Context: an optimization exercise on an open-source flow, tuned for small area, a short achievable clock period and few clock cycles per item. The choices shown serve that exercise and are no tape-out recipe. Where RTL was checked, it was by simulation tests only, not by an equivalence proof against the original. No functional check of the RTL was part of runs 2 and 3. Power figures rest on the tool's default switching activity, not on a simulated workload.

==> flow/design.v (outline; a module is shown in full before it is edited, if it fits) <==
// module fp_mul_pipe: 2456 lines
// module fp_fa: 4 lines
// module fp_ha: 4 lines
module fp_mul_pipe
#(
  parameter int EXP_W = 8,
  parameter int MAN_W = 23,
  localparam int W = 1 + EXP_W + MAN_W
) (
  input  logic         clk,
  input  logic         reset,
  input  logic         in_valid,
  output logic         in_ready,
  input  logic         rnd_mode,
  input  logic [W-1:0] a,
  input  logic [W-1:0] b,
  output logic         out_valid,
  input  logic         out_ready,
  output logic [W-1:0] c,
  output logic         ovf,
  output logic         unf,
  output logic         inv
);
  // ...
==> flow/flow/run.sh <==
#!/bin/bash
# Layout flow: the standard ORFS flow (standard.sh, unchanged synthesis),
# with port buffers of a plain small buffer cell instead of the default
# choice, and timing repair allowed to change cell footprints.
set -euo pipefail
bash standard.sh \
  MATCH_CELL_FOOTPRINT=0 \
  BUFFER_PORTS_ARGS="-buffer_cell sky130_fd_sc_hd__buf_2" \
  finish > standard.log 2>&1
==> flow/standard.sh <==
#!/bin/bash
# synth_recipe.tcl (not shown) runs the flow's synth.tcl, then flattens the netlist and writes it again
# the make line also repeats each setting of config.mk as NAME=value (left out here)
make -C /OpenROAD-flow-scripts/flow DESIGN_CONFIG=/design/flow/config.mk WORK_HOME=/design/flow/orfs CLKGATE_MAP_FILE= SYNTH_SCRIPT=/design/flow/synth_recipe.tcl "${@:-finish}"
==> flow/config.mk <==
export PLATFORM = sky130hd
export DESIGN_NAME = fp_mul_pipe
export DESIGN_NICKNAME = fp_mul_pipe
export VERILOG_FILES = /design/flow/design.v
export SDC_FILE = /design/flow/constraint.sdc
export NUM_CORES = 4
export LEC_CHECK = 0
export ABC_AREA = 1
export CAP_MARGIN = 20
export CORE_MARGIN = 2
export CORE_UTILIZATION = 40
export CTS_BUF_LIST = sky130_fd_sc_hd__clkbuf_8 sky130_fd_sc_hd__clkbuf_16
export SETUP_SLACK_MARGIN = 4.0
export SLEW_MARGIN = 20
export SYNTH_HIERARCHICAL = 1
export SYNTH_MINIMUM_KEEP_SIZE = 0
==> flow/constraint.sdc <==
create_clock -name core_clock -period 8.5 [get_ports {clk}]
set_input_delay 1.7000 -clock core_clock [delete_from_list [all_inputs] [get_ports {clk}]]
set_output_delay 1.7000 -clock core_clock [all_outputs]
set_load 0.01 [all_outputs]
==> results.cfg, run 1 <==
[cells_and_area]
multi_input_area_share_pct = 61.6
top_regs = c_q (32), am (23), bm (12)
diodes = 0
final_cell_mix = xor2_1 (294), o22ai_1 (265), fa_1 (265)
areaGrowthSynthToFinish_pct = 9.40
largest_reg_flops = 32

[synth]
ys_top_cells_by_count = xor2_1 (294), fa_1 (265), o22ai_1 (265), inv_1 (207), nand2_1 (201)
synthTopCellsByArea = edfxtp_1 (27%), fa_1 (26%), xor2_1 (12%)
seq_area_frac_synth_pct = 26.9
synthMostInstantiatedCell = xor2_1
syn_inst = 2056
synthMuxAreaShare_pct = 0.163

[power_and_ir_drop]
power_frac_comb_pct = 72.9
power.leakage_uw = 0.00966

[worst_setup_path]
crit-reg2reg-launch = am[7]
crit_fanout = 12
crit_family = adder cells
cp_slowest_cell = clkinvlp_2

[placed_design]
placed_area_sq_um = 21900
placed_cells = 2751
dp_hpwl_um = 41000

[drt]
vias_per_cell = 5.53
met3_length_um = 4590

[grt]
grt_usage_pct = 21.6
grt_max_degree = 75
met3_usage_pct = 5.23

[floorplan]
die_h_um = 232
taps = 680

[cts]
clk_latency_ns = 0.49
cts_tree = yes
cts.sinks = 187

[sta]
tns_ns = 0
setup_ws_ns = 4.10
fin_hold_ws_ns = 0.413

[run_status]
status = timing/DRC/antenna clean
Testbench counts, summed over its fixed seeds: cycles 16,024, items 16,000.
==> inputs of run 2 (changes only) <==
--- a/flow/design.v
+++ b/flow/design.v
@@ -1050,20 +1050,20 @@
   logic cg927;
   logic cp928;
   logic cg929;
   logic cp930;
   logic cg931;
   logic cp932;
   logic cg933;
   logic cp934;
-  logic cg935;
-  logic cp936;
-  logic cg937;
-  logic cp938;
+  logic pg935;
+  logic pq936;
+  logic pg937;
+  logic pq938;
   logic pg939;
   logic pq940;
   logic pg941;
   logic pq942;
   logic pg943;
   logic pq944;
   logic pg945;
   logic pq946;
@@ -1114,30 +1114,24 @@
   logic pg991;
   logic pq992;
   logic pg993;
   logic pq994;
   logic pg995;
   logic pq996;
   logic pg997;
   logic pq998;
-  logic pg999;
-  logic pq1000;
-  logic pg1001;
-  logic pq1002;
-  logic pg1003;
-  logic pq1004;
-  logic pg1005;
-  logic pq1006;
-  logic pg1007;
-  logic pq1008;
-  logic lo_c1009;
-  logic lo_st1010;
+  logic lo_c999;
+  logic lo_st1000;
   logic r1_lc;
   logic r1_ls;
+  logic r1_16_0;
+  logic r1_16_1;
+  logic r1_17_0;
+  logic r1_17_1;
   logic r1_18_0;
   logic r1_18_1;
   logic r1_19_0;
   logic r1_19_1;
   logic r1_20_0;
   logic r1_20_1;
   logic r1_21_0;
   logic r1_21_1;
@@ -1848,90 +1842,82 @@
   fp_ha u_cp920 (.a(fc824), .b(fs825), .s(cp920), .co(cg919));
   fp_ha u_cp922 (.a(fc826), .b(fs827), .s(cp922), .co(cg921));
   fp_ha u_cp924 (.a(fc828), .b(fs829), .s(cp924), .co(cg923));
   fp_ha u_cp926 (.a(fc830), .b(fs831), .s(cp926), .co(cg925));
   fp_ha u_cp928 (.a(fc832), .b(fs833), .s(cp928), .co(cg927));
   fp_ha u_cp930 (.a(fc834), .b(fs835), .s(cp930), .co(cg929));
   fp_ha u_cp932 (.a(fc836), .b(fs837), .s(cp932), .co(cg931));
   fp_ha u_cp934 (.a(fc838), .b(fs839), .s(cp934), .co(cg933));
-  fp_ha u_cp936 (.a(fc840), .b(fs841), .s(cp936), .co(cg935));
-  fp_ha u_cp938 (.a(fc842), .b(fs843), .s(cp938), .co(cg937));
-  assign pg939 = 1'b0 | (pp2 & cg905);
-  assign pq940 = pp2 & cp906;
-  assign pg941 = cg909 | (cp910 & cg907);
-  assign pq942 = cp910 & cp908;
-  assign pg943 = cg913 | (cp914 & cg911);
-  assign pq944 = cp914 & cp912;
-  assign pg945 = cg917 | (cp918 & cg915);
-  assign pq946 = cp918 & cp916;
-  assign pg947 = cg921 | (cp922 & cg919);
-  assign pq948 = cp922 & cp920;
-  assign pg949 = cg925 | (cp926 & cg923);
-  assign pq950 = cp926 & cp924;
-  assign pg951 = cg929 | (cp930 & cg927);
-  assign pq952 = cp930 & cp928;
-  assign pg953 = cg933 | (cp934 & cg931);
-  assign pq954 = cp934 & cp932;
-  assign pg955 = cg937 | (cp938 & cg935);
-  assign pq956 = cp938 & cp936;
-  assign pg957 = cg907 | (cp908 & pg939);
-  assign pq958 = cp908 & pq940;
-  assign pg959 = pg941 | (pq942 & pg939);
-  assign pq960 = pq942 & pq940;
-  assign pg961 = cg915 | (cp916 & pg943);
-  assign pq962 = cp916 & pq944;
-  assign pg963 = pg945 | (pq946 & pg943);
-  assign pq964 = pq946 & pq944;
-  assign pg965 = cg923 | (cp924 & pg947);
-  assign pq966 = cp924 & pq948;
-  assign pg967 = pg949 | (pq950 & pg947);
-  assign pq968 = pq950 & pq948;
-  assign pg969 = cg931 | (cp932 & pg951);
-  assign pq970 = cp932 & pq952;
-  assign pg971 = pg953 | (pq954 & pg951);
-  assign pq972 = pq954 & pq952;
-  assign pg973 = cg911 | (cp912 & pg959);
-  assign pq974 = cp912 & pq960;
-  assign pg975 = pg943 | (pq944 & pg959);
-  assign pq976 = pq944 & pq960;
-  assign pg977 = pg961 | (pq962 & pg959);
-  assign pq978 = pq962 & pq960;
-  assign pg979 = pg963 | (pq964 & pg959);
-  assign pq980 = pq964 & pq960;
-  assign pg981 = cg927 | (cp928 & pg967);
-  assign pq982 = cp928 & pq968;
-  assign pg983 = pg951 | (pq952 & pg967);
-  assign pq984 = pq952 & pq968;
-  assign pg985 = pg969 | (pq970 & pg967);
-  assign pq986 = pq970 & pq968;
-  assign pg987 = pg971 | (pq972 & pg967);
-  assign pq988 = pq972 & pq968;
-  assign pg989 = cg919 | (cp920 & pg979);
-  assign pq990 = cp920 & pq980;
-  assign pg991 = pg947 | (pq948 & pg979);
-  assign pq992 = pq948 & pq980;
-  assign pg993 = pg965 | (pq966 & pg979);
-  assign pq994 = pq966 & pq980;
-  assign pg995 = pg967 | (pq968 & pg979);
-  assign pq996 = pq968 & pq980;
-  assign pg997 = pg981 | (pq982 & pg979);
-  assign pq998 = pq982 & pq980;
-  assign pg999 = pg983 | (pq984 & pg979);
-  assign pq1000 = pq984 & pq980;
-  assign pg1001 = pg985 | (pq986 & pg979);
-  assign pq1002 = pq986 & pq980;
-  assign pg1003 = pg987 | (pq988 & pg979);
-  assign pq1004 = pq988 & pq980;
-  assign pg1005 = cg935 | (cp936 & pg1003);
-  assign pq1006 = cp936 & pq1004;
-  assign pg1007 = pg955 | (pq956 & pg1003);
-  assign pq1008 = pq956 & pq1004;
-  assign lo_c1009 = pg1007;
-  assign lo_st1010 = (cp906 ^ 1'b0) | (pp2 ^ (bn0 | pp1)) | (cp908 ^ pp2) | (cp910 ^ (hs813 | pp27)) | (cp912 ^ (hc814 | hs815)) | (cp914 ^ (hc816 | fs817)) | (cp916 ^ (fc818 | fs819)) | (cp918 ^ (fc820 | fs821)) | (cp920 ^ (fc822 | fs823)) | (cp922 ^ (fc824 | fs825)) | (cp924 ^ (fc826 | fs827)) | (cp926 ^ (fc828 | fs829)) | (cp928 ^ (fc830 | fs831)) | (cp930 ^ (fc832 | fs833)) | (cp932 ^ (fc834 | fs835)) | (cp934 ^ (fc836 | fs837)) | (cp936 ^ (fc838 | fs839)) | (cp938 ^ (fc840 | fs841));
+  assign pg935 = 1'b0 | (pp2 & cg905);
+  assign pq936 = pp2 & cp906;
+  assign pg937 = cg909 | (cp910 & cg907);
+  assign pq938 = cp910 & cp908;
+  assign pg939 = cg913 | (cp914 & cg911);
+  assign pq940 = cp914 & cp912;
+  assign pg941 = cg917 | (cp918 & cg915);
+  assign pq942 = cp918 & cp916;
+  assign pg943 = cg921 | (cp922 & cg919);
+  assign pq944 = cp922 & cp920;
+  assign pg945 = cg925 | (cp926 & cg923);
+  assign pq946 = cp926 & cp924;
+  assign pg947 = cg929 | (cp930 & cg927);
+  assign pq948 = cp930 & cp928;
+  assign pg949 = cg933 | (cp934 & cg931);
+  assign pq950 = cp934 & cp932;
+  assign pg951 = cg907 | (cp908 & pg935);
+  assign pq952 = cp908 & pq936;
+  assign pg953 = pg937 | (pq938 & pg935);
+  assign pq954 = pq938 & pq936;
+  assign pg955 = cg915 | (cp916 & pg939);
+  assign pq956 = cp916 & pq940;
+  assign pg957 = pg941 | (pq942 & pg939);
+  assign pq958 = pq942 & pq940;
+  assign pg959 = cg923 | (cp924 & pg943);
+  assign pq960 = cp924 & pq944;
+  assign pg961 = pg945 | (pq946 & pg943);
+  assign pq962 = pq946 & pq944;
+  assign pg963 = cg931 | (cp932 & pg947);
+  assign pq964 = cp932 & pq948;
+  assign pg965 = pg949 | (pq950 & pg947);
+  assign pq966 = pq950 & pq948;
+  assign pg967 = cg911 | (cp912 & pg953);
+  assign pq968 = cp912 & pq954;
+  assign pg969 = pg939 | (pq940 & pg953);
+  assign pq970 = pq940 & pq954;
+  assign pg971 = pg955 | (pq956 & pg953);
+  assign pq972 = pq956 & pq954;
+  assign pg973 = pg957 | (pq958 & pg953);
+  assign pq974 = pq958 & pq954;
+  assign pg975 = cg927 | (cp928 & pg961);
+  assign pq976 = cp928 & pq962;
+  assign pg977 = pg947 | (pq948 & pg961);
+  assign pq978 = pq948 & pq962;
+  assign pg979 = pg963 | (pq964 & pg961);
+  assign pq980 = pq964 & pq962;
+  assign pg981 = pg965 | (pq966 & pg961);
+  assign pq982 = pq966 & pq962;
+  assign pg983 = cg919 | (cp920 & pg973);
+  assign pq984 = cp920 & pq974;
+  assign pg985 = pg943 | (pq944 & pg973);
+  assign pq986 = pq944 & pq974;
+  assign pg987 = pg959 | (pq960 & pg973);
+  assign pq988 = pq960 & pq974;
+  assign pg989 = pg961 | (pq962 & pg973);
+  assign pq990 = pq962 & pq974;
+  assign pg991 = pg975 | (pq976 & pg973);
+  assign pq992 = pq976 & pq974;
+  assign pg993 = pg977 | (pq978 & pg973);
+  assign pq994 = pq978 & pq974;
+  assign pg995 = pg979 | (pq980 & pg973);
+  assign pq996 = pq980 & pq974;
+  assign pg997 = pg981 | (pq982 & pg973);
+  assign pq998 = pq982 & pq974;
+  assign lo_c999 = pg997;
+  assign lo_st1000 = (cp906 ^ 1'b0) | (pp2 ^ (bn0 | pp1)) | (cp908 ^ pp2) | (cp910 ^ (hs813 | pp27)) | (cp912 ^ (hc814 | hs815)) | (cp914 ^ (hc816 | fs817)) | (cp916 ^ (fc818 | fs819)) | (cp918 ^ (fc820 | fs821)) | (cp920 ^ (fc822 | fs823)) | (cp922 ^ (fc824 | fs825)) | (cp924 ^ (fc826 | fs827)) | (cp926 ^ (fc828 | fs829)) | (cp928 ^ (fc830 | fs831)) | (cp930 ^ (fc832 | fs833)) | (cp932 ^ (fc834 | fs835)) | (cp934 ^ (fc836 | fs837));
   logic st_d, st0;
   assign st_d = ~((1'b1 & ~(|b[21:0])) | (~(|a[0:0]) & ~(|b[20:0])) | (~(|a[1:0]) & ~(|b[19:0])) | (~(|a[2:0]) & ~(|b[18:0])) | (~(|a[3:0]) & ~(|b[17:0])) | (~(|a[4:0]) & ~(|b[16:0])) | (~(|a[5:0]) & ~(|b[15:0])) | (~(|a[6:0]) & ~(|b[14:0])) | (~(|a[7:0]) & ~(|b[13:0])) | (~(|a[8:0]) & ~(|b[12:0])) | (~(|a[9:0]) & ~(|b[11:0])) | (~(|a[10:0]) & ~(|b[10:0])) | (~(|a[11:0]) & ~(|b[9:0])) | (~(|a[12:0]) & ~(|b[8:0])) | (~(|a[13:0]) & ~(|b[7:0])) | (~(|a[14:0]) & ~(|b[6:0])) | (~(|a[15:0]) & ~(|b[5:0])) | (~(|a[16:0]) & ~(|b[4:0])) | (~(|a[17:0]) & ~(|b[3:0])) | (~(|a[18:0]) & ~(|b[2:0])) | (~(|a[19:0]) & ~(|b[1:0])) | (~(|a[20:0]) & ~(|b[0:0])) | (~(|a[21:0]) & 1'b1));
   logic [9:0] eb_s;
   assign eb_s = {2'b00, a[30:23]} + {2'b00, b[30:23]} - 10'd127;
   always_ff @(posedge clk) begin
     if (reset) vld0 <= 1'b0;
     else if (en) vld0 <= in_valid;
   end
@@ -1971,18 +1957,22 @@
   logic [9:0] e1;
   always_ff @(posedge clk) begin
     if (en) begin
       s1    <= s0;
       m1    <= m0;
       inv1  <= inv0;
       zero1 <= zero0;
       e1    <= e0;
-      r1_lc <= lo_c1009;
+      r1_lc <= lo_c999;
       r1_ls <= st0;
+      r1_16_0 <= fc840;
+      r1_16_1 <= fs841;
+      r1_17_0 <= fc842;
+      r1_17_1 <= fs843;
       r1_18_0 <= fc844;
       r1_18_1 <= fs845;
       r1_19_0 <= fc846;
       r1_19_1 <= fs847;
       r1_20_0 <= fc848;
       r1_20_1 <= fs849;
       r1_21_0 <= fc850;
       r1_21_1 <= fs851;
@@ -2037,18 +2027,28 @@
       r1_46_0 <= fc900;
       r1_46_1 <= fs901;
       r1_47_0 <= fc902;
       r1_47_1 <= fs903;
       r1_48_0 <= fc904;
     end
   end
   logic [47:0] px, py, prod;
-  assign px = {r1_47_0, r1_46_0, r1_45_0, r1_44_0, r1_43_0, r1_42_0, r1_41_0, r1_40_0, r1_39_0, r1_38_0, r1_37_0, r1_36_0, r1_35_0, r1_34_0, r1_33_0, r1_32_0, r1_31_0, r1_30_0, r1_29_0, r1_28_0, r1_27_0, r1_26_0, r1_25_0, r1_24_0, r1_23_0, r1_22_0, r1_21_0, r1_20_0, r1_19_0, r1_18_0, 1'b0, 1'b0, 1'b0, 1'b0, 1'b0, 1'b0, 1'b0, 1'b0, 1'b0, 1'b0, 1'b0, 1'b0, 1'b0, 1'b0, 1'b0, 1'b0, 1'b0, 1'b0};
-  assign py = {r1_47_1, r1_46_1, r1_45_1, r1_44_1, r1_43_1, r1_42_1, r1_41_1, r1_40_1, r1_39_1, r1_38_1, r1_37_1, r1_36_1, r1_35_1, r1_34_1, r1_33_1, r1_32_1, r1_31_1, r1_30_1, r1_29_1, r1_28_1, r1_27_1, r1_26_1, r1_25_1, r1_24_1, r1_23_1, r1_22_1, r1_21_1, r1_20_1, r1_19_1, r1_18_1, 1'b0, 1'b0, 1'b0, 1'b0, 1'b0, 1'b0, 1'b0, 1'b0, 1'b0, 1'b0, 1'b0, 1'b0, 1'b0, 1'b0, 1'b0, 1'b0, 1'b0, 1'b0};
+  assign px = {r1_47_0, r1_46_0, r1_45_0, r1_44_0, r1_43_0, r1_42_0, r1_41_0, r1_40_0, r1_39_0, r1_38_0, r1_37_0, r1_36_0, r1_35_0, r1_34_0, r1_33_0, r1_32_0, r1_31_0, r1_30_0, r1_29_0, r1_28_0, r1_27_0, r1_26_0, r1_25_0, r1_24_0, r1_23_0, r1_22_0, r1_21_0, r1_20_0, r1_19_0, r1_18_0, r1_17_0, r1_16_0, 1'b0, 1'b0, 1'b0, 1'b0, 1'b0, 1'b0, 1'b0, 1'b0, 1'b0, 1'b0, 1'b0, 1'b0, 1'b0, 1'b0, 1'b0, 1'b0};
+  assign py = {r1_47_1, r1_46_1, r1_45_1, r1_44_1, r1_43_1, r1_42_1, r1_41_1, r1_40_1, r1_39_1, r1_38_1, r1_37_1, r1_36_1, r1_35_1, r1_34_1, r1_33_1, r1_32_1, r1_31_1, r1_30_1, r1_29_1, r1_28_1, r1_27_1, r1_26_1, r1_25_1, r1_24_1, r1_23_1, r1_22_1, r1_21_1, r1_20_1, r1_19_1, r1_18_1, r1_17_1, r1_16_1, 1'b0, 1'b0, 1'b0, 1'b0, 1'b0, 1'b0, 1'b0, 1'b0, 1'b0, 1'b0, 1'b0, 1'b0, 1'b0, 1'b0, 1'b0, 1'b0};
+  logic cg1001;
+  logic cp1002;
+  logic cg1003;
+  logic cp1004;
+  logic cg1005;
+  logic cp1006;
+  logic cg1007;
+  logic cp1008;
+  logic cg1009;
+  logic cp1010;
   logic cg1011;
   logic cp1012;
   logic cg1013;
   logic cp1014;
   logic cg1015;
   logic cp1016;
   logic cg1017;
   logic cp1018;
@@ -2093,22 +2093,22 @@
   logic cg1057;
   logic cp1058;
   logic cg1059;
   logic cp1060;
   logic cg1061;
   logic cp1062;
   logic cg1063;
   logic cp1064;
-  logic cg1065;
-  logic cp1066;
-  logic cg1067;
-  logic cp1068;
-  logic cg1069;
-  logic cp1070;
+  logic pg1065;
+  logic pq1066;
+  logic pg1067;
+  logic pq1068;
+  logic pg1069;
+  logic pq1070;
   logic pg1071;
   logic pq1072;
   logic pg1073;
   logic pq1074;
   logic pg1075;
   logic pq1076;
   logic pg1077;
   logic pq1078;
@@ -2203,22 +2203,22 @@
   logic pg1167;
   logic pq1168;
   logic pg1169;
   logic pq1170;
   logic pg1171;
   logic pq1172;
   logic pg1173;
   logic pq1174;
-  logic hs_1175;
-  logic hs_1176;
-  logic hs_1177;
-  logic hs_1178;
-  logic hs_1179;
-  logic hs_1180;
+  logic pg1175;
+  logic pq1176;
+  logic pg1177;
+  logic pq1178;
+  logic pg1179;
+  logic pq1180;
   logic hs_1181;
   logic hs_1182;
   logic hs_1183;
   logic hs_1184;
   logic hs_1185;
   logic hs_1186;
   logic hs_1187;
   logic hs_1188;
@@ -2233,213 +2233,239 @@
   logic hs_1197;
   logic hs_1198;
   logic hs_1199;
   logic hs_1200;
   logic hs_1201;
   logic hs_1202;
   logic hs_1203;
   logic hs_1204;
-  fp_ha u_cp1012 (.a(r1_18_0), .b(r1_18_1), .s(cp1012), .co(cg1011));
-  fp_ha u_cp1014 (.a(r1_19_0), .b(r1_19_1), .s(cp1014), .co(cg1013));
-  fp_ha u_cp1016 (.a(r1_20_0), .b(r1_20_1), .s(cp1016), .co(cg1015));
-  fp_ha u_cp1018 (.a(r1_21_0), .b(r1_21_1), .s(cp1018), .co(cg1017));
-  fp_ha u_cp1020 (.a(r1_22_0), .b(r1_22_1), .s(cp1020), .co(cg1019));
-  fp_ha u_cp1022 (.a(r1_23_0), .b(r1_23_1), .s(cp1022), .co(cg1021));
-  fp_ha u_cp1024 (.a(r1_24_0), .b(r1_24_1), .s(cp1024), .co(cg1023));
-  fp_ha u_cp1026 (.a(r1_25_0), .b(r1_25_1), .s(cp1026), .co(cg1025));
-  fp_ha u_cp1028 (.a(r1_26_0), .b(r1_26_1), .s(cp1028), .co(cg1027));
-  fp_ha u_cp1030 (.a(r1_27_0), .b(r1_27_1), .s(cp1030), .co(cg1029));
-  fp_ha u_cp1032 (.a(r1_28_0), .b(r1_28_1), .s(cp1032), .co(cg1031));
-  fp_ha u_cp1034 (.a(r1_29_0), .b(r1_29_1), .s(cp1034), .co(cg1033));
-  fp_ha u_cp1036 (.a(r1_30_0), .b(r1_30_1), .s(cp1036), .co(cg1035));
-  fp_ha u_cp1038 (.a(r1_31_0), .b(r1_31_1), .s(cp1038), .co(cg1037));
-  fp_ha u_cp1040 (.a(r1_32_0), .b(r1_32_1), .s(cp1040), .co(cg1039));
-  fp_ha u_cp1042 (.a(r1_33_0), .b(r1_33_1), .s(cp1042), .co(cg1041));
-  fp_ha u_cp1044 (.a(r1_34_0), .b(r1_34_1), .s(cp1044), .co(cg1043));
-  fp_ha u_cp1046 (.a(r1_35_0), .b(r1_35_1), .s(cp1046), .co(cg1045));
-  fp_ha u_cp1048 (.a(r1_36_0), .b(r1_36_1), .s(cp1048), .co(cg1047));
-  fp_ha u_cp1050 (.a(r1_37_0), .b(r1_37_1), .s(cp1050), .co(cg1049));
-  fp_ha u_cp1052 (.a(r1_38_0), .b(r1_38_1), .s(cp1052), .co(cg1051));
-  fp_ha u_cp1054 (.a(r1_39_0), .b(r1_39_1), .s(cp1054), .co(cg1053));
-  fp_ha u_cp1056 (.a(r1_40_0), .b(r1_40_1), .s(cp1056), .co(cg1055));
-  fp_ha u_cp1058 (.a(r1_41_0), .b(r1_41_1), .s(cp1058), .co(cg1057));
-  fp_ha u_cp1060 (.a(r1_42_0), .b(r1_42_1), .s(cp1060), .co(cg1059));
-  fp_ha u_cp1062 (.a(r1_43_0), .b(r1_43_1), .s(cp1062), .co(cg1061));
-  fp_ha u_cp1064 (.a(r1_44_0), .b(r1_44_1), .s(cp1064), .co(cg1063));
-  fp_ha u_cp1066 (.a(r1_45_0), .b(r1_45_1), .s(cp1066), .co(cg1065));
-  fp_ha u_cp1068 (.a(r1_46_0), .b(r1_46_1), .s(cp1068), .co(cg1067));
-  fp_ha u_cp1070 (.a(r1_47_0), .b(r1_47_1), .s(cp1070), .co(cg1069));
-  assign pg1071 = cg1011 | (cp1012 & r1_lc);
-  assign pq1072 = cp1012 & 1'b0;
-  assign pg1073 = cg1015 | (cp1016 & cg1013);
-  assign pq1074 = cp1016 & cp1014;
-  assign pg1075 = cg1019 | (cp1020 & cg1017);
-  assign pq1076 = cp1020 & cp1018;
-  assign pg1077 = cg1023 | (cp1024 & cg1021);
-  assign pq1078 = cp1024 & cp1022;
-  assign pg1079 = cg1027 | (cp1028 & cg1025);
-  assign pq1080 = cp1028 & cp1026;
-  assign pg1081 = cg1031 | (cp1032 & cg1029);
-  assign pq1082 = cp1032 & cp1030;
-  assign pg1083 = cg1035 | (cp1036 & cg1033);
-  assign pq1084 = cp1036 & cp1034;
-  assign pg1085 = cg1039 | (cp1040 & cg1037);
-  assign pq1086 = cp1040 & cp1038;
-  assign pg1087 = cg1043 | (cp1044 & cg1041);
-  assign pq1088 = cp1044 & cp1042;
-  assign pg1089 = cg1047 | (cp1048 & cg1045);
-  assign pq1090 = cp1048 & cp1046;
-  assign pg1091 = cg1051 | (cp1052 & cg1049);
-  assign pq1092 = cp1052 & cp1050;
-  assign pg1093 = cg1055 | (cp1056 & cg1053);
-  assign pq1094 = cp1056 & cp1054;
-  assign pg1095 = cg1059 | (cp1060 & cg1057);
-  assign pq1096 = cp1060 & cp1058;
-  assign pg1097 = cg1063 | (cp1064 & cg1061);
-  assign pq1098 = cp1064 & cp1062;
-  assign pg1099 = cg1067 | (cp1068 & cg1065);
-  assign pq1100 = cp1068 & cp1066;
-  assign pg1101 = pg1073 | (pq1074 & pg1071);
-  assign pq1102 = pq1074 & pq1072;
-  assign pg1103 = pg1077 | (pq1078 & pg1075);
-  assign pq1104 = pq1078 & pq1076;
-  assign pg1105 = pg1081 | (pq1082 & pg1079);
-  assign pq1106 = pq1082 & pq1080;
-  assign pg1107 = pg1085 | (pq1086 & pg1083);
-  assign pq1108 = pq1086 & pq1084;
-  assign pg1109 = pg1089 | (pq1090 & pg1087);
-  assign pq1110 = pq1090 & pq1088;
-  assign pg1111 = pg1093 | (pq1094 & pg1091);
-  assign pq1112 = pq1094 & pq1092;
-  assign pg1113 = pg1097 | (pq1098 & pg1095);
-  assign pq1114 = pq1098 & pq1096;
+  logic hs_1205;
+  logic hs_1206;
+  logic hs_1207;
+  logic hs_1208;
+  logic hs_1209;
+  logic hs_1210;
+  logic hs_1211;
+  logic hs_1212;
+  fp_ha u_cp1002 (.a(r1_16_0), .b(r1_16_1), .s(cp1002), .co(cg1001));
+  fp_ha u_cp1004 (.a(r1_17_0), .b(r1_17_1), .s(cp1004), .co(cg1003));
+  fp_ha u_cp1006 (.a(r1_18_0), .b(r1_18_1), .s(cp1006), .co(cg1005));
+  fp_ha u_cp1008 (.a(r1_19_0), .b(r1_19_1), .s(cp1008), .co(cg1007));
+  fp_ha u_cp1010 (.a(r1_20_0), .b(r1_20_1), .s(cp1010), .co(cg1009));
+  fp_ha u_cp1012 (.a(r1_21_0), .b(r1_21_1), .s(cp1012), .co(cg1011));
+  fp_ha u_cp1014 (.a(r1_22_0), .b(r1_22_1), .s(cp1014), .co(cg1013));
+  fp_ha u_cp1016 (.a(r1_23_0), .b(r1_23_1), .s(cp1016), .co(cg1015));
+  fp_ha u_cp1018 (.a(r1_24_0), .b(r1_24_1), .s(cp1018), .co(cg1017));
+  fp_ha u_cp1020 (.a(r1_25_0), .b(r1_25_1), .s(cp1020), .co(cg1019));
+  fp_ha u_cp1022 (.a(r1_26_0), .b(r1_26_1), .s(cp1022), .co(cg1021));
+  fp_ha u_cp1024 (.a(r1_27_0), .b(r1_27_1), .s(cp1024), .co(cg1023));
+  fp_ha u_cp1026 (.a(r1_28_0), .b(r1_28_1), .s(cp1026), .co(cg1025));
+  fp_ha u_cp1028 (.a(r1_29_0), .b(r1_29_1), .s(cp1028), .co(cg1027));
+  fp_ha u_cp1030 (.a(r1_30_0), .b(r1_30_1), .s(cp1030), .co(cg1029));
+  fp_ha u_cp1032 (.a(r1_31_0), .b(r1_31_1), .s(cp1032), .co(cg1031));
+  fp_ha u_cp1034 (.a(r1_32_0), .b(r1_32_1), .s(cp1034), .co(cg1033));
+  fp_ha u_cp1036 (.a(r1_33_0), .b(r1_33_1), .s(cp1036), .co(cg1035));
+  fp_ha u_cp1038 (.a(r1_34_0), .b(r1_34_1), .s(cp1038), .co(cg1037));
+  fp_ha u_cp1040 (.a(r1_35_0), .b(r1_35_1), .s(cp1040), .co(cg1039));
+  fp_ha u_cp1042 (.a(r1_36_0), .b(r1_36_1), .s(cp1042), .co(cg1041));
+  fp_ha u_cp1044 (.a(r1_37_0), .b(r1_37_1), .s(cp1044), .co(cg1043));
+  fp_ha u_cp1046 (.a(r1_38_0), .b(r1_38_1), .s(cp1046), .co(cg1045));
+  fp_ha u_cp1048 (.a(r1_39_0), .b(r1_39_1), .s(cp1048), .co(cg1047));
+  fp_ha u_cp1050 (.a(r1_40_0), .b(r1_40_1), .s(cp1050), .co(cg1049));
+  fp_ha u_cp1052 (.a(r1_41_0), .b(r1_41_1), .s(cp1052), .co(cg1051));
+  fp_ha u_cp1054 (.a(r1_42_0), .b(r1_42_1), .s(cp1054), .co(cg1053));
+  fp_ha u_cp1056 (.a(r1_43_0), .b(r1_43_1), .s(cp1056), .co(cg1055));
+  fp_ha u_cp1058 (.a(r1_44_0), .b(r1_44_1), .s(cp1058), .co(cg1057));
+  fp_ha u_cp1060 (.a(r1_45_0), .b(r1_45_1), .s(cp1060), .co(cg1059));
+  fp_ha u_cp1062 (.a(r1_46_0), .b(r1_46_1), .s(cp1062), .co(cg1061));
+  fp_ha u_cp1064 (.a(r1_47_0), .b(r1_47_1), .s(cp1064), .co(cg1063));
+  assign pg1065 = cg1001 | (cp1002 & r1_lc);
+  assign pq1066 = cp1002 & 1'b0;
+  assign pg1067 = cg1005 | (cp1006 & cg1003);
+  assign pq1068 = cp1006 & cp1004;
+  assign pg1069 = cg1009 | (cp1010 & cg1007);
+  assign pq1070 = cp1010 & cp1008;
+  assign pg1071 = cg1013 | (cp1014 & cg1011);
+  assign pq1072 = cp1014 & cp1012;
+  assign pg1073 = cg1017 | (cp1018 & cg1015);
+  assign pq1074 = cp1018 & cp1016;
+  assign pg1075 = cg1021 | (cp1022 & cg1019);
+  assign pq1076 = cp1022 & cp1020;
+  assign pg1077 = cg1025 | (cp1026 & cg1023);
+  assign pq1078 = cp1026 & cp1024;
+  assign pg1079 = cg1029 | (cp1030 & cg1027);
+  assign pq1080 = cp1030 & cp1028;
+  assign pg1081 = cg1033 | (cp1034 & cg1031);
+  assign pq1082 = cp1034 & cp1032;
+  assign pg1083 = cg1037 | (cp1038 & cg1035);
+  assign pq1084 = cp1038 & cp1036;
+  assign pg1085 = cg1041 | (cp1042 & cg1039);
+  assign pq1086 = cp1042 & cp1040;
+  assign pg1087 = cg1045 | (cp1046 & cg1043);
+  assign pq1088 = cp1046 & cp1044;
+  assign pg1089 = cg1049 | (cp1050 & cg1047);
+  assign pq1090 = cp1050 & cp1048;
+  assign pg1091 = cg1053 | (cp1054 & cg1051);
+  assign pq1092 = cp1054 & cp1052;
+  assign pg1093 = cg1057 | (cp1058 & cg1055);
+  assign pq1094 = cp1058 & cp1056;
+  assign pg1095 = cg1061 | (cp1062 & cg1059);
+  assign pq1096 = cp1062 & cp1060;
+  assign pg1097 = pg1067 | (pq1068 & pg1065);
+  assign pq1098 = pq1068 & pq1066;
+  assign pg1099 = pg1071 | (pq1072 & pg1069);
+  assign pq1100 = pq1072 & pq1070;
+  assign pg1101 = pg1075 | (pq1076 & pg1073);
+  assign pq1102 = pq1076 & pq1074;
+  assign pg1103 = pg1079 | (pq1080 & pg1077);
+  assign pq1104 = pq1080 & pq1078;
+  assign pg1105 = pg1083 | (pq1084 & pg1081);
+  assign pq1106 = pq1084 & pq1082;
+  assign pg1107 = pg1087 | (pq1088 & pg1085);
+  assign pq1108 = pq1088 & pq1086;
+  assign pg1109 = pg1091 | (pq1092 & pg1089);
+  assign pq1110 = pq1092 & pq1090;
+  assign pg1111 = pg1095 | (pq1096 & pg1093);
+  assign pq1112 = pq1096 & pq1094;
+  assign pg1113 = pg1099 | (pq1100 & pg1097);
+  assign pq1114 = pq1100 & pq1098;
   assign pg1115 = pg1103 | (pq1104 & pg1101);
   assign pq1116 = pq1104 & pq1102;
   assign pg1117 = pg1107 | (pq1108 & pg1105);
   assign pq1118 = pq1108 & pq1106;
   assign pg1119 = pg1111 | (pq1112 & pg1109);
   assign pq1120 = pq1112 & pq1110;
-  assign pg1121 = pg1117 | (pq1118 & pg1115);
-  assign pq1122 = pq1118 & pq1116;
-  assign pg1123 = pg1119 | (pq1120 & pg1121);
-  assign pq1124 = pq1120 & pq1122;
-  assign pg1125 = pg1105 | (pq1106 & pg1115);
-  assign pq1126 = pq1106 & pq1116;
-  assign pg1127 = pg1109 | (pq1110 & pg1121);
-  assign pq1128 = pq1110 & pq1122;
-  assign pg1129 = pg1113 | (pq1114 & pg1123);
-  assign pq1130 = pq1114 & pq1124;
-  assign pg1131 = pg1075 | (pq1076 & pg1101);
-  assign pq1132 = pq1076 & pq1102;
-  assign pg1133 = pg1079 | (pq1080 & pg1115);
-  assign pq1134 = pq1080 & pq1116;
-  assign pg1135 = pg1083 | (pq1084 & pg1125);
-  assign pq1136 = pq1084 & pq1126;
-  assign pg1137 = pg1087 | (pq1088 & pg1121);
-  assign pq1138 = pq1088 & pq1122;
-  assign pg1139 = pg1091 | (pq1092 & pg1127);
-  assign pq1140 = pq1092 & pq1128;
-  assign pg1141 = pg1095 | (pq1096 & pg1123);
-  assign pq1142 = pq1096 & pq1124;
-  assign pg1143 = pg1099 | (pq1100 & pg1129);
-  assign pq1144 = pq1100 & pq1130;
-  assign pg1145 = cg1013 | (cp1014 & pg1071);
-  assign pq1146 = cp1014 & pq1072;
-  assign pg1147 = cg1017 | (cp1018 & pg1101);
-  assign pq1148 = cp1018 & pq1102;
-  assign pg1149 = cg1021 | (cp1022 & pg1131);
-  assign pq1150 = cp1022 & pq1132;
-  assign pg1151 = cg1025 | (cp1026 & pg1115);
-  assign pq1152 = cp1026 & pq1116;
-  assign pg1153 = cg1029 | (cp1030 & pg1133);
-  assign pq1154 = cp1030 & pq1134;
-  assign pg1155 = cg1033 | (cp1034 & pg1125);
-  assign pq1156 = cp1034 & pq1126;
-  assign pg1157 = cg1037 | (cp1038 & pg1135);
-  assign pq1158 = cp1038 & pq1136;
-  assign pg1159 = cg1041 | (cp1042 & pg1121);
-  assign pq1160 = cp1042 & pq1122;
-  assign pg1161 = cg1045 | (cp1046 & pg1137);
-  assign pq1162 = cp1046 & pq1138;
-  assign pg1163 = cg1049 | (cp1050 & pg1127);
-  assign pq1164 = cp1050 & pq1128;
-  assign pg1165 = cg1053 | (cp1054 & pg1139);
-  assign pq1166 = cp1054 & pq1140;
-  assign pg1167 = cg1057 | (cp1058 & pg1123);
-  assign pq1168 = cp1058 & pq1124;
-  assign pg1169 = cg1061 | (cp1062 & pg1141);
-  assign pq1170 = cp1062 & pq1142;
-  assign pg1171 = cg1065 | (cp1066 & pg1129);
-  assign pq1172 = cp1066 & pq1130;
-  assign pg1173 = cg1069 | (cp1070 & pg1143);
-  assign pq1174 = cp1070 & pq1144;
-  assign hs_1175 = cp1012 ^ r1_lc;
-  assign hs_1176 = cp1014 ^ pg1071;
-  assign hs_1177 = cp1016 ^ pg1145;
-  assign hs_1178 = cp1018 ^ pg1101;
-  assign hs_1179 = cp1020 ^ pg1147;
-  assign hs_1180 = cp1022 ^ pg1131;
-  assign hs_1181 = cp1024 ^ pg1149;
-  assign hs_1182 = cp1026 ^ pg1115;
-  assign hs_1183 = cp1028 ^ pg1151;
-  assign hs_1184 = cp1030 ^ pg1133;
-  assign hs_1185 = cp1032 ^ pg1153;
-  assign hs_1186 = cp1034 ^ pg1125;
-  assign hs_1187 = cp1036 ^ pg1155;
-  assign hs_1188 = cp1038 ^ pg1135;
-  assign hs_1189 = cp1040 ^ pg1157;
-  assign hs_1190 = cp1042 ^ pg1121;
-  assign hs_1191 = cp1044 ^ pg1159;
-  assign hs_1192 = cp1046 ^ pg1137;
-  assign hs_1193 = cp1048 ^ pg1161;
-  assign hs_1194 = cp1050 ^ pg1127;
-  assign hs_1195 = cp1052 ^ pg1163;
-  assign hs_1196 = cp1054 ^ pg1139;
-  assign hs_1197 = cp1056 ^ pg1165;
-  assign hs_1198 = cp1058 ^ pg1123;
-  assign hs_1199 = cp1060 ^ pg1167;
-  assign hs_1200 = cp1062 ^ pg1141;
-  assign hs_1201 = cp1064 ^ pg1169;
-  assign hs_1202 = cp1066 ^ pg1129;
-  assign hs_1203 = cp1068 ^ pg1171;
-  assign hs_1204 = cp1070 ^ pg1143;
+  assign pg1121 = pg1115 | (pq1116 & pg1113);
+  assign pq1122 = pq1116 & pq1114;
+  assign pg1123 = pg1119 | (pq1120 & pg1117);
+  assign pq1124 = pq1120 & pq1118;
+  assign pg1125 = pg1123 | (pq1124 & pg1121);
+  assign pq1126 = pq1124 & pq1122;
+  assign pg1127 = pg1117 | (pq1118 & pg1121);
+  assign pq1128 = pq1118 & pq1122;
+  assign pg1129 = pg1101 | (pq1102 & pg1113);
+  assign pq1130 = pq1102 & pq1114;
+  assign pg1131 = pg1105 | (pq1106 & pg1121);
+  assign pq1132 = pq1106 & pq1122;
+  assign pg1133 = pg1109 | (pq1110 & pg1127);
+  assign pq1134 = pq1110 & pq1128;
+  assign pg1135 = pg1069 | (pq1070 & pg1097);
+  assign pq1136 = pq1070 & pq1098;
+  assign pg1137 = pg1073 | (pq1074 & pg1113);
+  assign pq1138 = pq1074 & pq1114;
+  assign pg1139 = pg1077 | (pq1078 & pg1129);
+  assign pq1140 = pq1078 & pq1130;
+  assign pg1141 = pg1081 | (pq1082 & pg1121);
+  assign pq1142 = pq1082 & pq1122;
+  assign pg1143 = pg1085 | (pq1086 & pg1131);
+  assign pq1144 = pq1086 & pq1132;
+  assign pg1145 = pg1089 | (pq1090 & pg1127);
+  assign pq1146 = pq1090 & pq1128;
+  assign pg1147 = pg1093 | (pq1094 & pg1133);
+  assign pq1148 = pq1094 & pq1134;
+  assign pg1149 = cg1003 | (cp1004 & pg1065);
+  assign pq1150 = cp1004 & pq1066;
+  assign pg1151 = cg1007 | (cp1008 & pg1097);
+  assign pq1152 = cp1008 & pq1098;
+  assign pg1153 = cg1011 | (cp1012 & pg1135);
+  assign pq1154 = cp1012 & pq1136;
+  assign pg1155 = cg1015 | (cp1016 & pg1113);
+  assign pq1156 = cp1016 & pq1114;
+  assign pg1157 = cg1019 | (cp1020 & pg1137);
+  assign pq1158 = cp1020 & pq1138;
+  assign pg1159 = cg1023 | (cp1024 & pg1129);
+  assign pq1160 = cp1024 & pq1130;
+  assign pg1161 = cg1027 | (cp1028 & pg1139);
+  assign pq1162 = cp1028 & pq1140;
+  assign pg1163 = cg1031 | (cp1032 & pg1121);
+  assign pq1164 = cp1032 & pq1122;
+  assign pg1165 = cg1035 | (cp1036 & pg1141);
+  assign pq1166 = cp1036 & pq1142;
+  assign pg1167 = cg1039 | (cp1040 & pg1131);
+  assign pq1168 = cp1040 & pq1132;
+  assign pg1169 = cg1043 | (cp1044 & pg1143);
+  assign pq1170 = cp1044 & pq1144;
+  assign pg1171 = cg1047 | (cp1048 & pg1127);
+  assign pq1172 = cp1048 & pq1128;
+  assign pg1173 = cg1051 | (cp1052 & pg1145);
+  assign pq1174 = cp1052 & pq1146;
+  assign pg1175 = cg1055 | (cp1056 & pg1133);
+  assign pq1176 = cp1056 & pq1134;
+  assign pg1177 = cg1059 | (cp1060 & pg1147);
+  assign pq1178 = cp1060 & pq1148;
+  assign pg1179 = cg1063 | (cp1064 & pg1125);
+  assign pq1180 = cp1064 & pq1126;
+  assign hs_1181 = cp1002 ^ r1_lc;
+  assign hs_1182 = cp1004 ^ pg1065;
+  assign hs_1183 = cp1006 ^ pg1149;
+  assign hs_1184 = cp1008 ^ pg1097;
+  assign hs_1185 = cp1010 ^ pg1151;
+  assign hs_1186 = cp1012 ^ pg1135;
+  assign hs_1187 = cp1014 ^ pg1153;
+  assign hs_1188 = cp1016 ^ pg1113;
+  assign hs_1189 = cp1018 ^ pg1155;
+  assign hs_1190 = cp1020 ^ pg1137;
+  assign hs_1191 = cp1022 ^ pg1157;
+  assign hs_1192 = cp1024 ^ pg1129;
+  assign hs_1193 = cp1026 ^ pg1159;
+  assign hs_1194 = cp1028 ^ pg1139;
+  assign hs_1195 = cp1030 ^ pg1161;
+  assign hs_1196 = cp1032 ^ pg1121;
+  assign hs_1197 = cp1034 ^ pg1163;
+  assign hs_1198 = cp1036 ^ pg1141;
+  assign hs_1199 = cp1038 ^ pg1165;
+  assign hs_1200 = cp1040 ^ pg1131;
+  assign hs_1201 = cp1042 ^ pg1167;
+  assign hs_1202 = cp1044 ^ pg1143;
+  assign hs_1203 = cp1046 ^ pg1169;
+  assign hs_1204 = cp1048 ^ pg1127;
+  assign hs_1205 = cp1050 ^ pg1171;
+  assign hs_1206 = cp1052 ^ pg1145;
+  assign hs_1207 = cp1054 ^ pg1173;
+  assign hs_1208 = cp1056 ^ pg1133;
+  assign hs_1209 = cp1058 ^ pg1175;
+  assign hs_1210 = cp1060 ^ pg1147;
+  assign hs_1211 = cp1062 ^ pg1177;
+  assign hs_1212 = cp1064 ^ pg1125;
   logic st_lo_zd;
   assign st_lo_zd = r1_ls;
-  assign prod[17:0] = '0;
-  assign prod[18] = hs_1175;
-  assign prod[19] = hs_1176;
-  assign prod[20] = hs_1177;
-  assign prod[21] = hs_1178;
-  assign prod[22] = hs_1179;
-  assign prod[23] = hs_1180;
-  assign prod[24] = hs_1181;
-  assign prod[25] = hs_1182;
-  assign prod[26] = hs_1183;
-  assign prod[27] = hs_1184;
-  assign prod[28] = hs_1185;
-  assign prod[29] = hs_1186;
-  assign prod[30] = hs_1187;
-  assign prod[31] = hs_1188;
-  assign prod[32] = hs_1189;
-  assign prod[33] = hs_1190;
-  assign prod[34] = hs_1191;
-  assign prod[35] = hs_1192;
-  assign prod[36] = hs_1193;
-  assign prod[37] = hs_1194;
-  assign prod[38] = hs_1195;
-  assign prod[39] = hs_1196;
-  assign prod[40] = hs_1197;
-  assign prod[41] = hs_1198;
-  assign prod[42] = hs_1199;
-  assign prod[43] = hs_1200;
-  assign prod[44] = hs_1201;
-  assign prod[45] = hs_1202;
-  assign prod[46] = hs_1203;
-  assign prod[47] = hs_1204;
+  assign prod[15:0] = '0;
+  assign prod[16] = hs_1181;
+  assign prod[17] = hs_1182;
+  assign prod[18] = hs_1183;
+  assign prod[19] = hs_1184;
+  assign prod[20] = hs_1185;
+  assign prod[21] = hs_1186;
+  assign prod[22] = hs_1187;
+  assign prod[23] = hs_1188;
+  assign prod[24] = hs_1189;
+  assign prod[25] = hs_1190;
+  assign prod[26] = hs_1191;
+  assign prod[27] = hs_1192;
+  assign prod[28] = hs_1193;
+  assign prod[29] = hs_1194;
+  assign prod[30] = hs_1195;
+  assign prod[31] = hs_1196;
+  assign prod[32] = hs_1197;
+  assign prod[33] = hs_1198;
+  assign prod[34] = hs_1199;
+  assign prod[35] = hs_1200;
+  assign prod[36] = hs_1201;
+  assign prod[37] = hs_1202;
+  assign prod[38] = hs_1203;
+  assign prod[39] = hs_1204;
+  assign prod[40] = hs_1205;
+  assign prod[41] = hs_1206;
+  assign prod[42] = hs_1207;
+  assign prod[43] = hs_1208;
+  assign prod[44] = hs_1209;
+  assign prod[45] = hs_1210;
+  assign prod[46] = hs_1211;
+  assign prod[47] = hs_1212;
   logic ovf_0, ovf_1, unf_0, unf_1;
   logic [7:0] e8_0, e8_1;
   assign ovf_0 = !e1[9] && (e1 >= 10'd255);
   assign ovf_1 = !e1[9] && (e1 >= 10'd254);
   assign unf_0 = e1[9] || (e1 == 10'd0);
   assign unf_1 = e1[9];
   assign e8_0 = e1[7:0];
   assign e8_1 = e1[7:0] + 8'd1;
==> run 2 against run 1 <==
Against the previous run: first-iteration DRC count rose by 23%; via count down 0.47%; clock skew increased by 0.0028 ns; register-to-register slack about the same; global-route usage fell by 0.17 points.
==> results.cfg, run 2 <==
[synth]
ys_types = 52
netlist_area_sq_um = 20800
netlist.area_leader.share_pct = 27.1
synthTopCellsByArea = edfxtp_1 (27%), fa_1 (25%), xor2_1 (13%)
yosys.area.top_type = edfxtp_1
synthArstFlopShare_pct = 0
synthMostInstantiatedCell = xor2_1
avgSynthCellArea_sq_um = 10.3
ys_top_cells_by_count = xor2_1 (299), o22ai_1 (266), fa_1 (265), nand2_1 (223), edfxtp_1 (188)
synth_enable_flop_cells = 188
synthFlopType = edfxtp_1
yosys_warnings = 7
syn_inst = 2029
seq_area_frac_synth_pct = 27.4
ys_ff_latch = 191

[power_and_ir_drop]
p_per_area_nw_per_um2 = 406
seqPwrFrac_pct = 20.0
power.switching_uw = 4310
swShare_pct = 47.0
p_int_uw = 4860
power_frac_comb_pct = 70.7
power.leakage_uw = 0.00961
ir_drop_mv = 0.221
power.share.clock_pct = 9.2

[worst_setup_path]
slowest_delay_ns = 0.76
cp.required_ns = 8.74
cp-start-kind = register
cp_common_cell = fa_1
cp_slowest_cell = inv_1
endpoint_kind = register
path_class = register to register
path_cells = inv_1, o22ai_1, xor2_1, fa_1, fa_1, fa_1, ha_1, a21oi_1, o21a_1, nand2_1, a21oi_1, o21ai_0
crit_fanout = 24
critical_path_arrival_ns = 4.64

[cells_and_area]
final_area_sq_um = 22600
fin_nets = 2503
final_cell_mix = xor2_1 (299), o22ai_1 (266), fa_1 (265)
diodes = 0
mostFrequentLayoutCell = xor2_1
areaGrowthSynthToFinish_pct = 8.56
largest_reg_flops = 32
top_regs = c_q (32), am (23), bm (12)
largest-register = c_q
drive_above_1_share_pct = 11.2

[cts]
clk_latency_ns = 0.50
clockRootBuffer = clkbuf_16
cts_made_buffers = 17
cts_tree = yes
postCtsHoldBufs = 0
h-tree-depth = 4
cts.sinks = 191
cts_buffer_depth = 2
cts.reportedPaths.clkPinSlew_ns = 0.08

[floorplan]
die_x_um = 232
start_util_pct = 40.5
die_area_sq_um = 53900
num_rows = 83
pin_count = 106
core_area_sq_um = 51400
die_h_um = 232

[drt]
wl_per_cell_um = 20.6
final_antenna_net_count = 0
remaining_drc_errors = 0
first_pass_iters = 5
vias = 15400
drt_iter0_markers = 1510
wl_um = 56600
vias_per_cell = 5.59

[placed_design]
dp_hpwl_um = 40700
io_buffers = 105
placed_area_sq_um = 21900
place_congestion = 0.908

[grt]
grt_usage_pct = 21.4
grt.overflow.total = 0
grt_max_degree = 126
grt_pass1_wl_um = 88400
antenna_found_initial = 0
grt_pass1_vias = 15800

[sta]
fmax_ghz = 0.227
tns_ns = 0
finalCritPeriodShare_pct = 51.8
skew_ns = 0.0242
slew_viol_final = 0
hold_violations = 0
finalSetupViolCount = 0
rsz0062_at_grt = false
slew_headroom_pct = 31.6
tightest_slew_ns = 1.03
finalCriticalPeriod_ns = 4.40

[job]
drv_cap = 0

[hold_path]
hp-class = register to register

[run_status]
status = timing/DRC/antenna clean
[run 2: per-module statistics from Yosys (local to each module, per instance)]
module       flops+latches  cells  times used
fp_mul_pipe            191   1686           1
fp_fa                    0      1         264
fp_ha                    0      1          79
[run 2: timing repair]
action                     CTS  global route
gates resized for setup      1             8
setup buffers                0             1
setup endpoints to repair   29            35
gates cloned                 0             2
pin swaps                    0             1
[run 2: power by group through the flow]
stage | Sequential (uW) | Clock, uW | Combinational (uW)
2_1_floorplan | 1880 | 0 | 4770
3_3_place_gp | 1860 | 0 | 6340
3_5_place_dp | 1860 | 0 | 6480
4_1_cts | 1840 | 879 | 6520
5_1_grt | 1870 | 906 | 7510
6_report | 1840 | 848 | 6490
[run 2: critical path: cells and delay by family, from the launching register on]
family / cells / cell delay [ns]
fa+ha+maj: 4 / 1.76
simple gates: 1 / 0.07
buf+inv: 1 / 0.76
xor+xnor: 1 / 0.29
flops: 1 / 0.44
compound gates: 5 / 0.82
[run 2: cell families after synthesis]
family	Yosys count	synth area share, %
simple gates	461	10.1
compound gates	345	10.3
other cells	2	0.0361
flops	191	27.4
xor+xnor	320	13.5
mux	7	0.379
fa+ha+maj	376	32.2
buf+inv	327	6.17
[run 2: final cells by class]
type / instances / area [sq um]
Fill cell: 4875 / 28800
Multi-Input combinational cell: 1524 / 13900
Sequential cell: 191 / 5710
Tap cell: 680 / 851
Timing Repair Buffer: 138 / 786
Inverter: 186 / 713
Clock buffer: 17 / 425
Clock inverter: 15 / 179
[run 2: final timing paths]
check | start | to | slack (ns) | cells past startpoint
worst max-delay path | am[4] | r1_lc | 4.10 | 12
worst min register to register | e0[8] | e1[8] | 0.42 | 0
worst max register to register | am[4] | r1_lc | 4.10 | 12
worst min-delay path | e0[8] | e1[8] | 0.42 | 0
[run 2: metrics by stage]
stage	instances	worst slack [ns]	util, %	power [uW]	hold slack [ns]
3_5_place_dp	2716	3.88	42.6	8340	0.405
5_1_grt	2751	4.01	43.9	10300	0.439
4_1_cts	2748	4.03	43.8	9250	0.422
6_report	2751	4.10	43.9	9170	0.420
3_3_place_gp	2716	3.95	42.6	8200	0.401
2_1_floorplan	2040	2.84	-	6650	0.400
[run 2: routing by layer]
metal	vias up	track usage, %	part of all wire, %
met5	-	0	0
li1	6919	-	-
met2	848	33.2	45
met1	7447	28.5	42
met3	157	4.92	9.2
met4	0	9.50	3.6
==> inputs of run 3 (changes only) <==
--- a/flow/config.mk
+++ b/flow/config.mk
@@ -5,7 +5,7 @@
 export SDC_FILE = /design/flow/constraint.sdc
 export NUM_CORES = 4
 export LEC_CHECK = 0
-export ABC_AREA = 1
+export ABC_AREA = 0
 export CAP_MARGIN = 20
 export CORE_MARGIN = 2
 export CORE_UTILIZATION = 40
==> run 3 against run 2 <==
Against the previous run: non-clock buffer count up 84; highest routed layer unchanged; critical path depth is 11 higher; area after synthesis shrank 0.20%; still clean; combinational power grew 22%; largest cell class unchanged.
==> results.cfg, run 3 <==
[run_status]
status = timing/DRC/antenna clean

[grt]
grt_pass1_vias = 16100
grt_max_degree = 191
grt.overflow.total = 0
antenna_found_initial = 0
grt_pass1_wl_um = 91600
grt_usage_pct = 22.2

[worst_setup_path]
cp-start-kind = register
cp.depth = 23
cp.buffers_inverters = 5
cp.required_ns = 8.69
cp_common_cell = buf_6
endpoint_kind = register
crit_family = compound AO/OA/AOI/OAI gates
critical_path_arrival_ns = 5.02
slowest_delay_ns = 0.43
reg2reg_depth = 23
path_class = register to register
path_cells = ha_4, and4_4, o2111a_1, o21ai_4, buf_6, a211oi_4, buf_6, o21ai_4, buf_6, a21o_1, o21ai_1, and2_4, ha_4, nand2_4, a2111oi_4, nor2_4, nor2_4, nand4_4, a221o_2, buf_6, a221oi_4, buf_6, o21ai_1
crit_fanout = 7
cp_slowest_cell = a221o_2

[cells_and_area]
diodes = 0
top_regs = c_q (32), am (23), bm (12)
drive_above_1_share_pct = 18.0
finalNonFillerCells = 2615
mostFrequentLayoutCell = xnor2_1
largest_reg_flops = 32
final_cell_mix = xnor2_1 (294), fa_1 (265), a22oi_1 (264)
fin_nets = 2367
largest-register = c_q
areaGrowthSynthToFinish_pct = 15.3
final_area_sq_um = 23900

[placed_design]
dp_hpwl_um = 38300
placed_cells = 2509
io_buffers = 105
placed_area_sq_um = 22300
place_congestion = 0.873

[sta]
tns_ns = 0
hold_violations = 0
finalSetupViolCount = 0
fin_hold_ws_ns = 0.418
fmax_ghz = 0.207
rsz0062_at_grt = true
slew_headroom_pct = 20.3
skew_ns = 0.0112
slew_viol_final = 0
finalCriticalPeriod_ns = 4.83
tightest_slew_ns = 1.20
finalCritPeriodShare_pct = 56.8

[cts]
cts.sinks = 191
cts_tree = yes
clockRootBuffer = clkbuf_16
postCtsHoldBufs = 0
cts.reportedPaths.clkPinSlew_ns = 0.08
h-tree-depth = 4
cts_made_buffers = 17
clk_latency_ns = 0.46
cts_buffer_depth = 2

[synth]
netlist_area_sq_um = 20800
synth_enable_flop_cells = 188
synthArstFlopShare_pct = 0
synthMostInstantiatedCell = xnor2_1
yosys_warnings = 7
avgSynthCellArea_sq_um = 11.5
ys_top_cells_by_count = xnor2_1 (297), fa_1 (265), a22oi_1 (264), edfxtp_1 (188), clkbuf_1 (116)
ys_types = 72
seq_area_frac_synth_pct = 27.5
yosys.area.top_type = edfxtp_1
synthFlopType = edfxtp_1
ys_ff_latch = 191
netlist.area_leader.share_pct = 27.2
synthTopCellsByArea = edfxtp_1 (27%), fa_1 (26%), xnor2_1 (13%)
syn_inst = 1810

[floorplan]
die_x_um = 232
die_h_um = 232
pin_count = 106
num_rows = 83
core_area_sq_um = 51300
die_area_sq_um = 53800
start_util_pct = 40.5

[drt]
vias_per_cell = 5.94
drt_iter0_markers = 1408
vias = 15500
wl_um = 59500
remaining_drc_errors = 0
first_pass_iters = 7
wl_per_cell_um = 22.8
final_antenna_net_count = 0

[job]
drv_cap = 0

[hold_path]
holdPathStages = 0
hp-class = register to register

[power_and_ir_drop]
ir_drop_mv = 0.225
p_per_area_nw_per_um2 = 444
power.leakage_uw = 0.00889
## run 3: cell count changes in the layout (fill, tap and decap cells not counted), moves of 16 or more
| cell | previous run | this run |
|---|---|---|
| a21o_1 | 3 | 24 |
| a22oi_1 | 1 | 264 |
| buf_4 | 32 | 92 |
| ha_1 | 111 | 95 |
| inv_1 | 181 | 36 |
| nand2_1 | 222 | 56 |
| nand3_1 | 79 | 22 |
| nor2_1 | 96 | 48 |
| o21ai_1 | 1 | 29 |
| o22ai_1 | 266 | 0 |
| xnor2_1 | 21 | 294 |
| xor2_1 | 299 | 36 |
## run 3: layer usage
layer / wire length (um) / GRT usage (%) / vias up
met5: 0 / 0 / -
met4: 1940 / 7.97 / 0
met3: 5820 / 5.02 / 151
met2: 27500 / 35.4 / 881
met1: 24300 / 29.6 / 7724
li1: - / - / 6769
## run 3: cell type report
type                    count  area, sq um
flip-flops and latches    191         5710
multi-input cells        1452        15000
clock inverters            15          216
inverters                  38          146
repair buffers            222         1600
well taps                 680          851
clock buffers              17          425
fillers                  4697        27400
## run 3: final timing paths
path           start       to  slack [ns]
min reg2reg    e0[1]    e1[1]        0.42
max          r1_30_1  c_q[15]        3.67
min            e0[1]    e1[1]        0.42
max reg2reg  r1_30_1  c_q[15]        3.67
## run 3: cell families after synthesis
group                    after synthesis  share of synthesized area [%]
adder cells (fa/ha/maj)              376                           32.2
AND/OR/NAND/NOR                      246                           6.00
other                                  2                         0.0362
AO/OA/AOI/OAI                        473                           16.4
XOR/XNOR                             334                           14.1
flip-flops                           191                           27.5
multiplexers                           9                          0.446
buffers and inverters                179                           3.35
## run 3: per-module statistics from Yosys (local to each module, per instance)
module,cell area [sq um],flip-flops and latches,cells,times used
fp_fa,20.0,0,1,264
fp_ha,12.5,0,1,79
fp_mul_pipe,14500,191,1467,1
## run 3: per-stage QoR
step	utilization (%)	total power, uW	worst slack (ns)
after detailed placement	43.4	8980	2.92
after floorplan	-	6990	2.82
after global placement	43.4	8840	3.05
after global routing	46.7	11700	3.44
after CTS	45.7	10300	3.69
final	46.7	10600	3.67
## run 3: repair_timing
| action | in CTS | in global routing |
|---|---|---|
| gates cloned | 2 | 2 |
| gates resized for setup | 31 | 32 |
| endpoints found under the setup margin | 34 | 34 |
| buffers inserted | 40 | 27 |
| pin swaps | 32 | 33 |
## run 3: report_power, final
part	internal (uW)	switching (uW)
Sequential	1740	156
Clock	431	403
Combinational	3540	4350

==> static timing again, ports no longer ideal <==
The flow's constraints put no driver on any port. The routed layouts listed below were extracted and timed again, unchanged, in two steps.
Step 1 (the two cells are an assumption about what drives the block):
set clk [get_ports {clk}]
set_driving_cell -lib_cell sky130_fd_sc_hd__clkbuf_16 $clk
set_driving_cell -lib_cell sky130_fd_sc_hd__buf_2 [delete_from_list [all_inputs] $clk]
Step 2 times the ports against the registers' clock, not the clock port: input delays grow and output delays shrink by t, the midpoint of the rising clock arrivals with the driver on.
Three values: ideal ports, drivers, drivers and shift; two values: the first two.
run | t (ns) | slack for setup (ns) | hold WS [ns]
run 1 | 0.540 | 4.104 / 4.104 / 3.939 | 0.413 / 0.413 / 0.413
run 2 | 0.547 | 4.098 / 4.098 / 4.098 | 0.420 / 0.420 / 0.420
run 3 | 0.518 | 3.675 / 3.675 / 3.675 | 0.418 / 0.418 / 0.418
After both steps every run listed still meets setup and hold. The setup slack of run 1, which loses most, moves by 0.000 ns with the drivers and by -0.165 ns with both steps.
